Context: an optimization exercise on an open-source flow, tuned for small area and few clock cycles per item. The choices shown serve that exercise and are no tape-out recipe. The RTL was checked by simulation tests, not by an equivalence proof against the original design. Power and IR drop assume default switching activity.

==> flow/design.v <==
module sha3_padder #(
  parameter int D = 256,
  parameter logic [7:0] SUFFIX = 8'h06,
  localparam int R = 1600 - 2 * D
) (
  input  logic         clk,
  input  logic         reset,
  input  logic [7:0]   in_data,
  input  logic         in_valid,
  input  logic         in_last,
  input  logic         in_empty,
  output logic         in_ready,
  output logic [R-1:0] block,
  output logic         block_valid,
  output logic         block_last,
  input  logic         block_ready
);
  localparam int NB = R / 8;
  localparam int CW = $clog2(NB);
  localparam int NH = (NB + 15) / 16;
  logic [CW-1:0] cnt, cnt_n;
  logic          full, full_n;
  logic          last_r, last_n;
  logic          sfx, sfx_n;
  logic [R-1:0]  buffer;
  logic          xfer, free, take, wr, wr_sfx, at_end;
  logic [7:0]    bus;
  logic [15:0]   dlo;
  logic [NH-1:0] dhi;
  logic [NB-1:0] wsel;
  assign xfer   = full & block_ready;
  assign free   = ~full | block_ready;
  assign take   = free & ~sfx & in_valid;
  assign at_end = (cnt == CW'(NB - 1));
  assign wr_sfx = (free & sfx) | (take & in_last & in_empty);
  assign wr     = wr_sfx | (take & ~(in_last & in_empty));
  assign bus    = wr_sfx ? SUFFIX : in_data;
  assign in_ready    = free & ~sfx & reset;
  assign block_valid = full;
  assign block_last  = last_r;
  always_comb begin
    for (int i = 0; i < 16; i++) dlo[i] = (cnt[3:0] == 4'(i));
    for (int j = 0; j < NH; j++) dhi[j] = wr & reset & (cnt[CW-1:4] == (CW-4)'(j));
    for (int k = 0; k < NB; k++) wsel[k] = dlo[k % 16] & dhi[k / 16];
  end
  always_comb begin
    cnt_n  = cnt;
    full_n = full & ~xfer;
    last_n = last_r;
    sfx_n  = sfx;
    if (free & sfx) begin
      sfx_n  = 1'b0;
      full_n = 1'b1;
      last_n = 1'b1;
      cnt_n  = '0;
    end else if (take) begin
      if (in_last & in_empty) begin
        full_n = 1'b1;
        last_n = 1'b1;
        cnt_n  = '0;
      end else begin
        if (in_last) sfx_n = 1'b1;
        if (at_end) begin
          full_n = 1'b1;
          last_n = 1'b0;
          cnt_n  = '0;
        end else begin
          cnt_n = cnt + CW'(1);
        end
      end
    end
  end
  always_ff @(posedge clk) begin
    if (!reset) begin
      cnt    <= '0;
      full   <= 1'b0;
      last_r <= 1'b0;
      sfx    <= 1'b0;
    end else begin
      cnt    <= cnt_n;
      full   <= full_n;
      last_r <= last_n;
      sfx    <= sfx_n;
    end
  end
  logic keep;
  assign keep = reset & ~xfer;
  always_ff @(posedge clk) begin
    for (int k = 0; k < NB; k++)
      buffer[8*k +: 8] <= ({8{wsel[k]}} & bus) | ({8{keep}} & buffer[8*k +: 8]);
  end
  assign block = {buffer[R-1] | last_r, buffer[R-2:0]};
endmodule
export LEC_CHECK = 0
export CAP_MARGIN = 20
export CORE_MARGIN = 2
export CORE_UTILIZATION = 40
export CTS_BUF_LIST = sky130_fd_sc_hd__clkbuf_16
export CTS_CLUSTER_DIAMETER = 80
export CTS_CLUSTER_SIZE = 32
export PLACE_DENSITY = 0.85
export SLEW_MARGIN = 20
create_clock -name core_clock -period 6.0 [get_ports {clk}]
standard.sh (not shown) runs the stock make flow with config.mk's settings and CLKGATE_MAP_FILE= SYNTH_SCRIPT=/design/flow/synth_recipe.tcl, a recipe that flattens the netlist after the stock synthesis.
==> flow/flow/run.sh <==
#!/bin/bash
# Standard ORFS flow (the standard.sh, unchanged synthesis), with the
# port buffers made from the smallest buffer cell and the synthesized logic
# cells set to their smallest drive before placement (repair_design then
# sizes up whatever needs it). The fanout buffer trees built during global
# placement are rebuilt with gain-based buffering after the resize step.
set -o pipefail
cp standard.sh standard_sh.log
export BUFFER_PORTS_ARGS="-buffer_cell sky130_fd_sc_hd__buf_1"
export POST_FLOORPLAN_TCL="$(pwd)/flow/downsize.tcl"
export POST_RESIZE_TCL="$(pwd)/flow/rebuffer.tcl"
bash standard.sh > flow_standard.log 2>&1
==> flow/flow/downsize.tcl <==
# Downsize every logic cell to the smallest drive of its family (same function).
set db [ord::get_db]
set block [ord::get_db_block]
set n 0
foreach inst [$block getInsts] {
  set m [[$inst getMaster] getName]
  if {[regexp {^(sky130_fd_sc_hd__[a-z0-9]+)_([0-9]+)$} $m -> base drv]} {
    if {[regexp {^sky130_fd_sc_hd__(df|edf|sdf|dl|clk|buf|tap|fill|decap|conb|diode)} $m]} { continue }
    set best $m
    set barea [[$inst getMaster] getArea]
    foreach d {0 1 2} {
      set cand ${base}_$d
      set cm [$db findMaster $cand]
      if {$cm ne "NULL" && [$cm getArea] < $barea} { set best $cand; set barea [$cm getArea] }
    }
    if {$best ne $m} {
      replace_cell [get_cells [$inst getName]] $best
      incr n
    }
  }
}
puts "downsize: replaced $n cells"
==> flow/flow/rebuffer.tcl <==
# Rebuild the fanout buffer trees made during timing-driven global placement
# with gain-based buffering. Only buffers that repair_design inserted
# (instances named place*) are removed; port buffers are kept.
set bufs [get_cells -quiet place*]
puts "rebuffer: removing [llength $bufs] placement buffers"
if {[llength $bufs] > 0} { remove_buffers $bufs }
estimate_parasitics -placement
repair_design -verbose -buffer_gain 4.0
The baseline did not get past placement repair (3_4_place_resized) on EST-0104.
Testbench counts at the start, summed over its fixed seeds: cycles 69,248, bytes 68,856.
Then changed:
==> flow/flow/run.sh (replaced) <==
#!/bin/bash
# Standard ORFS flow (the standard.sh, unchanged synthesis), with the
# port buffers made from the smallest buffer cell and the synthesized logic
# cells set to their smallest drive before placement (repair_design then
# sizes up whatever needs it).
set -o pipefail
cp standard.sh standard_sh.log
export BUFFER_PORTS_ARGS="-buffer_cell sky130_fd_sc_hd__buf_1"
export POST_FLOORPLAN_TCL="$(pwd)/flow/downsize.tcl"
bash standard.sh > flow_standard.log 2>&1
removed: flow/flow/rebuffer.tcl
Effect: This time the run went through all stages and came out clean. Area after synthesis stays the same. Synthesized cell count does not change.
Then changed:
==> flow/flow/run.sh (replaced) <==
#!/bin/bash
# Standard ORFS flow (the standard.sh, unchanged synthesis), with the
# port buffers made from the smallest buffer cell.
set -o pipefail
cp standard.sh standard_sh.log
export BUFFER_PORTS_ARGS="-buffer_cell sky130_fd_sc_hd__buf_1"
bash standard.sh > flow_standard.log 2>&1
- CTS_BUF_LIST: sky130_fd_sc_hd__clkbuf_16 -> default
- CTS_CLUSTER_DIAMETER: 80 -> default
- CTS_CLUSTER_SIZE: 32 -> default
- PLACE_DENSITY: 0.85 -> default
removed: flow/flow/downsize.tcl
- The new run finished clean
- utilization climbs by 2.8 points
- non-clock buffer count goes up by 1
- via count shrinks by 2.5%
Then changed:
- ABC_AREA: default -> 1
- CORE_UTILIZATION: 40 -> 55
=> The new run did not get past I/O pin placement (3_2_place_iop). Area after synthesis goes up by a few percent. Synthesized cell count goes up by well over a third.

========
// sha3_padder: RTL as listed in full above, without the edits since
export LEC_CHECK = 0
export CAP_MARGIN = 20
export CORE_MARGIN = 2
export CORE_UTILIZATION = 40
export CTS_BUF_LIST = sky130_fd_sc_hd__clkbuf_8
export CTS_CLUSTER_DIAMETER = 60
export CTS_CLUSTER_SIZE = 16
export PLACE_DENSITY = 0.85
export SLEW_MARGIN = 20
create_clock -name core_clock -period 6.0 [get_ports {clk}]
==> flow/flow/run.sh <==
#!/bin/bash
# Standard ORFS flow (the standard.sh, unchanged synthesis), with the
# port buffers made from the smallest buffer cell and the synthesized logic
# cells set to their smallest drive before placement (repair_design then
# sizes up whatever needs it).
set -o pipefail
cp standard.sh standard_sh.log
export BUFFER_PORTS_ARGS="-buffer_cell sky130_fd_sc_hd__buf_1"
export POST_FLOORPLAN_TCL="$(pwd)/flow/downsize.tcl"
bash standard.sh > flow_standard.log 2>&1
==> flow/flow/downsize.tcl <==
# Downsize every logic cell to the smallest drive of its family (same function).
set db [ord::get_db]
set block [ord::get_db_block]
set n 0
foreach inst [$block getInsts] {
  set m [[$inst getMaster] getName]
  if {[regexp {^(sky130_fd_sc_hd__[a-z0-9]+)_([0-9]+)$} $m -> base drv]} {
    if {[regexp {^sky130_fd_sc_hd__(df|edf|sdf|dl|clk|buf|tap|fill|decap|conb|diode)} $m]} { continue }
    set best $m
    set barea [[$inst getMaster] getArea]
    foreach d {0 1 2} {
      set cand ${base}_$d
      set cm [$db findMaster $cand]
      if {$cm ne "NULL" && [$cm getArea] < $barea} { set best $cand; set barea [$cm getArea] }
    }
    if {$best ne $m} {
      replace_cell [get_cells [$inst getName]] $best
      incr n
    }
  }
}
puts "downsize: replaced $n cells"
Testbench counts at the start, summed over its fixed seeds: cycles 69,248, bytes 68,856.
==> next run, changes <==
==> flow/flow/run.sh (replaced) <==
#!/bin/bash
# Standard ORFS flow (the standard.sh, unchanged synthesis), with the
# port buffers made from the smallest buffer cell and the synthesized logic
# cells set to their smallest drive before placement (repair_design then
# sizes up whatever needs it). The fanout buffer trees built during global
# placement are rebuilt with gain-based buffering before the resize step.
set -o pipefail
cp standard.sh standard_sh.log
export BUFFER_PORTS_ARGS="-buffer_cell sky130_fd_sc_hd__buf_1"
export POST_FLOORPLAN_TCL="$(pwd)/flow/downsize.tcl"
export PRE_RESIZE_TCL="$(pwd)/flow/rebuffer.tcl"
bash standard.sh > flow_standard.log 2>&1
==> flow/flow/rebuffer.tcl (new file) <==
# Rebuild the fanout buffer trees made during timing-driven global placement
# with gain-based buffering. Only buffers that repair_design inserted
# (instances named place*) are removed; port buffers are kept.
set bufs [get_cells -quiet place*]
puts "rebuffer: removing [llength $bufs] placement buffers"
if {[llength $bufs] > 0} { remove_buffers $bufs }
estimate_parasitics -placement
repair_design -verbose -buffer_gain 4.0
CTS_BUF_LIST = sky130_fd_sc_hd__clkbuf_16   (was sky130_fd_sc_hd__clkbuf_8)
CTS_CLUSTER_DIAMETER = 80   (was 60)
CTS_CLUSTER_SIZE = 32   (was 16)
The new run ended with an error in placement repair, error EST-0104.
Area after synthesis does not change.
Synthesized cell count does not change.

========
// sha3_padder: RTL as listed in full above, without the edits since
export LEC_CHECK = 0
export CAP_MARGIN = 20
export CORE_MARGIN = 2
export CORE_UTILIZATION = 40
export CTS_BUF_LIST = sky130_fd_sc_hd__clkbuf_16
export CTS_CLUSTER_DIAMETER = 80
export CTS_CLUSTER_SIZE = 32
export GPL_TIMING_DRIVEN = 0
export PLACE_DENSITY = 0.85
export SLEW_MARGIN = 20
create_clock -name core_clock -period 6.0 [get_ports {clk}]
==> flow/flow/run.sh <==
#!/bin/bash
# Standard ORFS flow (the standard.sh, unchanged synthesis), with the
# port buffers made from the smallest buffer cell and the synthesized logic
# cells set to their smallest drive before placement (repair_design then
# sizes up whatever needs it).
set -o pipefail
cp standard.sh standard_sh.log
export BUFFER_PORTS_ARGS="-buffer_cell sky130_fd_sc_hd__buf_1"
export POST_FLOORPLAN_TCL="$(pwd)/flow/downsize.tcl"
bash standard.sh > flow_standard.log 2>&1
Scripts as last shown in full above: flow/flow/downsize.tcl
The starting point completed without violations.
Testbench counts at the start, summed over its fixed seeds: cycles 69,248, bytes 68,856.
Edit:
==> flow/flow/run.sh (replaced) <==
#!/bin/bash
# Standard ORFS flow (the standard.sh, unchanged synthesis), with the
# port buffers made from the smallest buffer cell, IO pins allowed one track
# apart (so the die can be smaller), and the synthesized logic
# cells set to their smallest drive before placement (repair_design then
# sizes up whatever needs it).
set -o pipefail
cp standard.sh standard_sh.log
export BUFFER_PORTS_ARGS="-buffer_cell sky130_fd_sc_hd__buf_1"
export PLACE_PINS_ARGS="-min_distance 1 -min_distance_in_tracks"
export POST_FLOORPLAN_TCL="$(pwd)/flow/downsize.tcl"
bash standard.sh > flow_standard.log 2>&1
Settings changed: CORE_UTILIZATION 40 to 55, CTS_BUF_LIST sky130_fd_sc_hd__clkbuf_16 to sky130_fd_sc_hd__clkbuf_8, CTS_CLUSTER_DIAMETER 80 to 60, CTS_CLUSTER_SIZE 32 to 16, GPL_TIMING_DRIVEN 0 to default.
Outcome: The changed run aborted during global routing on GRT-0116. Area after synthesis stays the same. Synthesized cell count does not change.
Edit:
Settings changed: CTS_BUF_LIST sky130_fd_sc_hd__clkbuf_8 to sky130_fd_sc_hd__clkbuf_16, CTS_CLUSTER_DIAMETER 60 to 80, CTS_CLUSTER_SIZE 16 to 32.
The new run finished clean.
Area after synthesis stays the same.
Synthesized cell count stays the same.
Edit:
==> flow/flow/run.sh (replaced) <==
#!/bin/bash
# Standard ORFS flow (the standard.sh, unchanged synthesis), with the
# port buffers made from the smallest buffer cell and the synthesized logic
# cells set to their smallest drive before placement (repair_design then
# sizes up whatever needs it).
set -o pipefail
cp standard.sh standard_sh.log
export BUFFER_PORTS_ARGS="-buffer_cell sky130_fd_sc_hd__buf_1"
export POST_FLOORPLAN_TCL="$(pwd)/flow/downsize.tcl"
bash standard.sh > flow_standard.log 2>&1
Settings changed: CORE_UTILIZATION 55 to 40, CTS_BUF_LIST sky130_fd_sc_hd__clkbuf_16 to sky130_fd_sc_hd__clkbuf_8, CTS_CLUSTER_DIAMETER 80 to 65, CTS_CLUSTER_SIZE 32 to 19.
Outcome: The new run passed the timing, design-rule and antenna checks; count of clock-buffer cells in the layout climbs by 32; worst setup slack gets better by 550 ps; total power fell by 0.58%.
Edit:
==> flow/run.sh (new file) <==
#!/bin/bash
# synth_recipe.tcl (not shown) runs the flow's synth.tcl, then flattens the netlist and writes it again
# the make line also repeats each setting of config.mk as NAME=value (left out here)
make -C /OpenROAD-flow-scripts/flow DESIGN_CONFIG=/design/flow/config.mk WORK_HOME=/design/flow/orfs CLKGATE_MAP_FILE= SYNTH_SCRIPT=/design/flow/synth_recipe.tcl finish
Settings changed: CTS_BUF_LIST sky130_fd_sc_hd__clkbuf_8 to default, CTS_CLUSTER_DIAMETER 65 to default, CTS_CLUSTER_SIZE 19 to default, PLACE_DENSITY 0.85 to default.
removed: flow/flow/run.sh
removed: flow/flow/downsize.tcl
removed: flow/standard.sh
Outcome: Synthesized cell count does not change. Hold slack got worse by 7.3 ps. Total power went up by 29%. Die area does not change. First-iteration DRC count is lower by 23%. Area after synthesis does not change. Final area came out higher by 24%. Flip-flop and latch count stays the same.
Edit:
==> flow/flow/run.sh (new file) <==
#!/bin/bash
# Standard ORFS flow (the standard.sh, unchanged synthesis), with the
# port buffers made from the smallest buffer cell, IO pins allowed one track
# apart (so the die can be smaller), and the synthesized logic
# cells set to their smallest drive before placement (repair_design then
# sizes up whatever needs it).
set -o pipefail
cp standard.sh standard_sh.log
export BUFFER_PORTS_ARGS="-buffer_cell sky130_fd_sc_hd__buf_1"
export PLACE_PINS_ARGS="-min_distance 1 -min_distance_in_tracks"
export POST_FLOORPLAN_TCL="$(pwd)/flow/downsize.tcl"
bash standard.sh > flow_standard.log 2>&1
==> flow/flow/downsize.tcl (new file) <==
# Downsize every logic cell to the smallest drive of its family (same function).
set db [ord::get_db]
set block [ord::get_db_block]
set n 0
foreach inst [$block getInsts] {
  set m [[$inst getMaster] getName]
  if {[regexp {^(sky130_fd_sc_hd__[a-z0-9]+)_([0-9]+)$} $m -> base drv]} {
    if {[regexp {^sky130_fd_sc_hd__(df|edf|sdf|dl|clk|buf|tap|fill|decap|conb|diode)} $m]} { continue }
    set best $m
    set barea [[$inst getMaster] getArea]
    foreach d {0 1 2} {
      set cand ${base}_$d
      set cm [$db findMaster $cand]
      if {$cm ne "NULL" && [$cm getArea] < $barea} { set best $cand; set barea [$cm getArea] }
    }
    if {$best ne $m} {
      replace_cell [get_cells [$inst getName]] $best
      incr n
    }
  }
}
puts "downsize: replaced $n cells"
==> flow/standard.sh (new file) <==
#!/bin/bash
# synth_recipe.tcl (not shown) runs the flow's synth.tcl, then flattens the netlist and writes it again
# the make line also repeats each setting of config.mk as NAME=value (left out here)
make -C /OpenROAD-flow-scripts/flow DESIGN_CONFIG=/design/flow/config.mk WORK_HOME=/design/flow/orfs CLKGATE_MAP_FILE= SYNTH_SCRIPT=/design/flow/synth_recipe.tcl "${@:-finish}"
Settings changed: CAP_MARGIN 20 to 0, CORE_UTILIZATION 40 to 55, CTS_BUF_LIST from default to sky130_fd_sc_hd__clkbuf_16, CTS_CLUSTER_DIAMETER from default to 80, CTS_CLUSTER_SIZE from default to 32, PLACE_DENSITY from default to 0.85, SLEW_MARGIN 20 to 0.
removed: flow/run.sh
What happened: The new run ended with an error in global routing. Synthesized area does not change. Synthesized cell count does not change.

[what the ideal ports hide]
In the flow no input, the clock included, has a driving cell. The finished layouts below were timed again as built, in two steps. Step 1, drivers: a clkbuf_16 drives clk and a buf_2 each remaining input, both assumed. Step 2 times the ports against the registers' clock, not the clock port: input delays grow and output delays shrink by t, the midpoint of the rising clock arrivals with the driver on. Slacks: no drivers / after step 1 / after step 2; pairs: no drivers / after step 1.
| run | t (ns) | setup WS [ns] | worst data-port slew with drivers (ns) |
|---|---|---|---|
| the second run of note 1 | 0.696 | 2.529 / 2.486 / 2.053 | 0.08 |
| the third run of note 1 | 0.746 | 2.566 / 2.506 / 2.127 | 0.11 |
| the first run of note 2 | 0.805 | 2.541 / 2.499 / 2.061 | 0.09 |
| the first run of note 3 | 0.720 | 2.321 / 2.312 / 1.592 | 0.09 |
| the third run of note 3 | 0.669 | 1.990 / 1.883 / 1.675 | 0.18 |
| the fourth run of note 3 | 0.787 | 2.540 / 2.497 / 2.020 | 0.08 |
| the fifth run of note 3 | 0.759 | 1.787 / 1.722 / 1.521 | 0.11 |
After both steps setup and hold are still met in every run listed. The setup slack of the first run of note 3, which loses most, moves by -0.009 ns with the drivers and by -0.729 ns with both steps.
